This design comes from an exercise in tuning for small area, a short achievable clock period and few clock cycles on the open sky130 flow, not from production work. In this exercise RTL edits were held to simulation tests only and were not proved equivalent to the original.

== job 101 ==
==> flow/design.v (excerpt) <==
module seq_calculator #(
  parameter int NB = 48
) (
  input  logic          clk,
  input  logic          rst,
  input  logic          start,
  input  logic [2:0]    operand,
  input  logic [NB-1:0] a,
  input  logic [NB-1:0] b,
  output logic          busy,
  output logic          done,
  output logic [NB-1:0] result,
  output logic          err_div0,
  output logic          err_op
);
  localparam logic [2:0] OP_ADD = 3'd0;
  localparam logic [2:0] OP_SUB = 3'd1;
  localparam logic [2:0] OP_MUL = 3'd2;
  localparam logic [2:0] OP_DIV = 3'd3;
  localparam logic [2:0] OP_POW = 3'd4;
  localparam int R  = 2;              
  localparam int DW = NB + R - 1;     
  localparam int LW = $clog2(NB + 1);
  localparam int GW = $clog2(NB / R + 1);
  localparam logic [NB-1:0] ONE = NB'(1);
  logic          busy_reg;
  logic          done_reg;
  logic          pow_reg;     
  logic [NB-1:0] oa_reg;      
  logic [NB-1:0] ob_reg;      
  logic          cin_reg;     
  logic [NB-1:0] x_reg;       
  logic [DW-1:0] d_reg;       
  logic [LW-1:0] idx_reg;     
  logic          mstep_reg;   
  logic [GW-1:0] cnt_reg;     
  logic          neg_reg;     
  logic          e0_reg;
  logic          eo_reg;
  wire accept = start && !busy_reg;
  logic [NB:0] sum_x;
  logic [NB-1:0] sum;
  ...
==> module seq_calculator, before the edit <==
module seq_calculator #(
  parameter int NB = 48
) (
  input  logic          clk,
  input  logic          rst,
  input  logic          start,
  input  logic [2:0]    operand,
  input  logic [NB-1:0] a,
  input  logic [NB-1:0] b,
  output logic          busy,
  output logic          done,
  output logic [NB-1:0] result,
  output logic          err_div0,
  output logic          err_op
);
  localparam logic [2:0] OP_ADD = 3'd0;
  localparam logic [2:0] OP_SUB = 3'd1;
  localparam logic [2:0] OP_MUL = 3'd2;
  localparam logic [2:0] OP_DIV = 3'd3;
  localparam logic [2:0] OP_POW = 3'd4;
  localparam int R  = 2;              
  localparam int DW = NB + R - 1;     
  localparam int LW = $clog2(NB + 1);
  localparam int GW = $clog2(NB / R + 1);
  localparam logic [NB-1:0] ONE = NB'(1);
  logic          busy_reg;
  logic          done_reg;
  logic          pow_reg;     
  logic [NB-1:0] oa_reg;      
  logic [NB-1:0] ob_reg;      
  logic          cin_reg;     
  logic [NB-1:0] x_reg;       
  logic [DW-1:0] d_reg;       
  logic [LW-1:0] idx_reg;     
  logic          mstep_reg;   
  logic [GW-1:0] cnt_reg;     
  logic          neg_reg;     
  logic          e0_reg;
  logic          eo_reg;
  wire accept = start && !busy_reg;
  logic [NB:0] sum_x;
  logic [NB-1:0] sum;
  assign sum_x = {oa_reg, 1'b1} + {ob_reg, cin_reg};
  assign sum   = sum_x[NB:1];
  function automatic logic [LW-1:0] bitlen(input logic [NB-1:0] v);
    bitlen = '0;
    for (int i = 0; i < NB; i++)
      if (v[i]) bitlen = i + 1;
  endfunction
  function automatic logic [LW-1:0] maglen(input logic [NB-1:0] v);
    logic [NB-1:0] x;
    x = v ^ {NB{v[NB-1]}};
    maglen = bitlen(x) + LW'(v[NB-1] && (((x >> 1) & ~x) == '0));
  endfunction
  logic [NB-1:0] a_mag, b_mag;
  assign a_mag = a[NB-1] ? -a : a;
  assign b_mag = b[NB-1] ? -b : b;
  logic [LW-1:0] la, lb, kdiff, kshift;
  logic [GW-1:0] kgrp;
  logic          q_zero;
  logic [DW-1:0] d_aligned;
  assign la        = maglen(a);
  assign lb        = maglen(b);
  assign q_zero    = la < lb;
  assign kdiff     = la - lb;
  assign kgrp      = GW'(kdiff / R);
  assign kshift    = LW'(kgrp * R + (R - 1));
  assign d_aligned = {{(R-1){1'b0}}, b_mag} << kshift;
  logic          idle_sq;
  assign idle_sq = (operand == OP_POW);
  logic [NB-1:0] mul_x, mul_y, mul_s, mul_c;
  assign mul_x = busy_reg ? sum : a;
  assign mul_y = busy_reg ? (mstep_reg ? x_reg : sum) : (idle_sq ? a : b);
  mul_lo u_mul (.x(mul_x), .y(mul_y), .s(mul_s), .c(mul_c));
  logic [NB-1:0] rem_s [R+1];
  logic [R-1:0]  qbits;
  always_comb begin
    rem_s[0] = x_reg;
    for (int j = 0; j < R; j++) begin
      logic [DW:0] t;
      t = {1'b0, {(R-1){1'b0}}, rem_s[j]} - {1'b0, (d_reg >> j)};
      qbits[R-1-j] = !t[DW];
      rem_s[j+1]   = t[DW] ? rem_s[j] : t[NB-1:0];
    end
  end
  logic [NB-1:0] pow_neg_res;
  always_comb begin
    if (a == ONE)        pow_neg_res = ONE;
    else if (a == '1)    pow_neg_res = b[0] ? '1 : ONE;
    else                 pow_neg_res = '0;
  end
  wire ebit = d_reg[idx_reg];
  always_ff @(posedge clk) begin
    if (rst) begin
      busy_reg <= 1'b0;
      done_reg <= 1'b0;
    end else if (accept) begin
      done_reg <= 1'b1;
      busy_reg <= 1'b0;
      e0_reg   <= 1'b0;
      eo_reg   <= 1'b0;
      oa_reg   <= '0;
      ob_reg   <= '0;
      cin_reg  <= 1'b0;
      case (operand)
        OP_ADD: begin
          oa_reg <= a;
          ob_reg <= b;
        end
        OP_SUB: begin
          oa_reg  <= a;
          ob_reg  <= ~b;
          cin_reg <= 1'b1;
        end
        OP_MUL: begin
          oa_reg <= mul_s;
          ob_reg <= mul_c;
        end
        OP_DIV: begin
          x_reg   <= a_mag;
          d_reg   <= d_aligned;
          cnt_reg <= kgrp;
          neg_reg <= a[NB-1] ^ b[NB-1];
          pow_reg <= 1'b0;
          if (b == '0) begin
            e0_reg   <= 1'b1;
          end else if (!q_zero) begin
            oa_reg   <= {NB{a[NB-1] ^ b[NB-1]}};
            cin_reg  <= a[NB-1] ^ b[NB-1];
            done_reg <= 1'b0;
            busy_reg <= 1'b1;
          end
        end
        OP_POW: begin
          x_reg     <= a;
          d_reg     <= DW'(b);
          pow_reg   <= 1'b1;
          if (b[NB-1]) begin
            oa_reg <= pow_neg_res;
          end else if (b[NB-1:1] == '0) begin
            oa_reg <= b[0] ? a : ONE;
          end else begin
            oa_reg <= mul_s;
            ob_reg <= mul_c;
            if (b[lb - LW'(2)]) begin
              idx_reg   <= lb - LW'(2);
              mstep_reg <= 1'b1;
              done_reg  <= 1'b0;
              busy_reg  <= 1'b1;
            end else if (lb != LW'(2)) begin
              idx_reg   <= lb - LW'(3);
              mstep_reg <= 1'b0;
              done_reg  <= 1'b0;
              busy_reg  <= 1'b1;
            end
          end
        end
        default: begin
          eo_reg <= 1'b1;
        end
      endcase
    end else if (busy_reg) begin
      if (pow_reg) begin
        oa_reg <= mul_s;
        ob_reg <= mul_c;
        if (!mstep_reg && ebit) begin
          mstep_reg <= 1'b1;
        end else begin
          mstep_reg <= 1'b0;
          idx_reg   <= idx_reg - 1'b1;
          if (idx_reg == '0) begin
            busy_reg <= 1'b0;
            done_reg <= 1'b1;
          end
        end
      end else begin
        x_reg   <= rem_s[R];
        oa_reg  <= {oa_reg[NB-R-1:0], qbits ^ {R{neg_reg}}};
        d_reg   <= d_reg >> R;
        cnt_reg <= cnt_reg - 1'b1;
        if (cnt_reg == '0) begin
          busy_reg <= 1'b0;
          done_reg <= 1'b1;
        end
      end
    end else begin
      done_reg <= 1'b0;
    end
  end
  assign busy     = busy_reg;
  assign done     = done_reg;
  assign result   = sum;
  assign err_div0 = e0_reg;
  assign err_op   = eo_reg;
endmodule
export LEC_CHECK = 0
export ABC_AREA = 1
export CAP_MARGIN = 20
export CORE_MARGIN = 2
export CORE_UTILIZATION = 45
export SETUP_SLACK_MARGIN = 3
export SLEW_MARGIN = 20
create_clock -name core_clock -period 12.0 [get_ports {clk}]
run.sh (not shown) runs the stock make flow with config.mk's settings and CLKGATE_MAP_FILE= SYNTH_SCRIPT=/design/flow/synth_recipe.tcl, a recipe that flattens the netlist after the stock synthesis.
Testbench counts of job 101, summed over its fixed seeds: cycles 11,604.
diff inputs: job 101 => job 102
diff --git a/flow/design.v b/flow/design.v
--- a/flow/design.v
+++ b/flow/design.v
@@ -63,17 +63,15 @@
   assign lb        = maglen(b);
   assign q_zero    = la < lb;
   assign kdiff     = la - lb;
   assign kgrp      = GW'(kdiff / R);
   assign kshift    = LW'(kgrp * R + (R - 1));
   assign d_aligned = {{(R-1){1'b0}}, b_mag} << kshift;
-  logic          idle_sq;
-  assign idle_sq = (operand == OP_POW);
   logic [NB-1:0] mul_x, mul_y, mul_s, mul_c;
   assign mul_x = busy_reg ? sum : a;
-  assign mul_y = busy_reg ? (mstep_reg ? x_reg : sum) : (idle_sq ? a : b);
+  assign mul_y = busy_reg ? (mstep_reg ? x_reg : sum) : b;
   mul_lo u_mul (.x(mul_x), .y(mul_y), .s(mul_s), .c(mul_c));
   logic [NB-1:0] rem_s [R+1];
   logic [R-1:0]  qbits;
   always_comb begin
     rem_s[0] = x_reg;
     for (int j = 0; j < R; j++) begin
@@ -131,31 +129,23 @@
             busy_reg <= 1'b1;
           end
         end
         OP_POW: begin
           x_reg     <= a;
           d_reg     <= DW'(b);
+          idx_reg   <= lb - LW'(2);
+          mstep_reg <= 1'b0;
           pow_reg   <= 1'b1;
           if (b[NB-1]) begin
             oa_reg <= pow_neg_res;
           end else if (b[NB-1:1] == '0) begin
             oa_reg <= b[0] ? a : ONE;
           end else begin
-            oa_reg <= mul_s;
-            ob_reg <= mul_c;
-            if (b[lb - LW'(2)]) begin
-              idx_reg   <= lb - LW'(2);
-              mstep_reg <= 1'b1;
-              done_reg  <= 1'b0;
-              busy_reg  <= 1'b1;
-            end else if (lb != LW'(2)) begin
-              idx_reg   <= lb - LW'(3);
-              mstep_reg <= 1'b0;
-              done_reg  <= 1'b0;
-              busy_reg  <= 1'b1;
-            end
+            oa_reg   <= a;
+            done_reg <= 1'b0;
+            busy_reg <= 1'b1;
           end
         end
         default: begin
           eo_reg <= 1'b1;
         end
       endcase
Results
- [compare] base=job 101 new=job 102: clock-buffer cell count moved down, sequential share of layout area rose by 0.71 points, die footprint dropped 2.7%, area fraction in and, or, nand and nor cells after synthesis saw a decrease.
- Area after synthesis shrinks by a few percent when moving from job 101 to job 102.
Testbench counts of job 102, summed over its fixed seeds: cycles 12,191.

separate check: timing with driven ports:
The flow's constraints put no driver on any port. The routed layouts listed below were extracted and timed again, unchanged, in two steps.
Step 1 sets driving cells, clkbuf_16 on the clock port and buf_2 on the other inputs (assumed; they add their load-dependent delay and slew).
Step 2, shift: input delay + t, output delay - t, t = (earliest + latest rising clock arrival at the registers) / 2. This alone moves slack from input paths to output paths.
a / b / c = ideal / step 1 / step 2; a / b = the first two.
| run | t, ns | slack for setup (ns) | worst data-port slew with drivers (ns) |
|---|---|---|---|
| job 101 | 0.698 | 3.077 / 3.077 / 2.477 | 0.05 |
| job 102 | 0.684 | 3.115 / 3.151 / 2.467 | 0.05 |
After both steps every run listed still meets setup and hold. The setup slack of job 102, which loses most, moves by +0.036 ns with the drivers and by -0.648 ns with both steps.
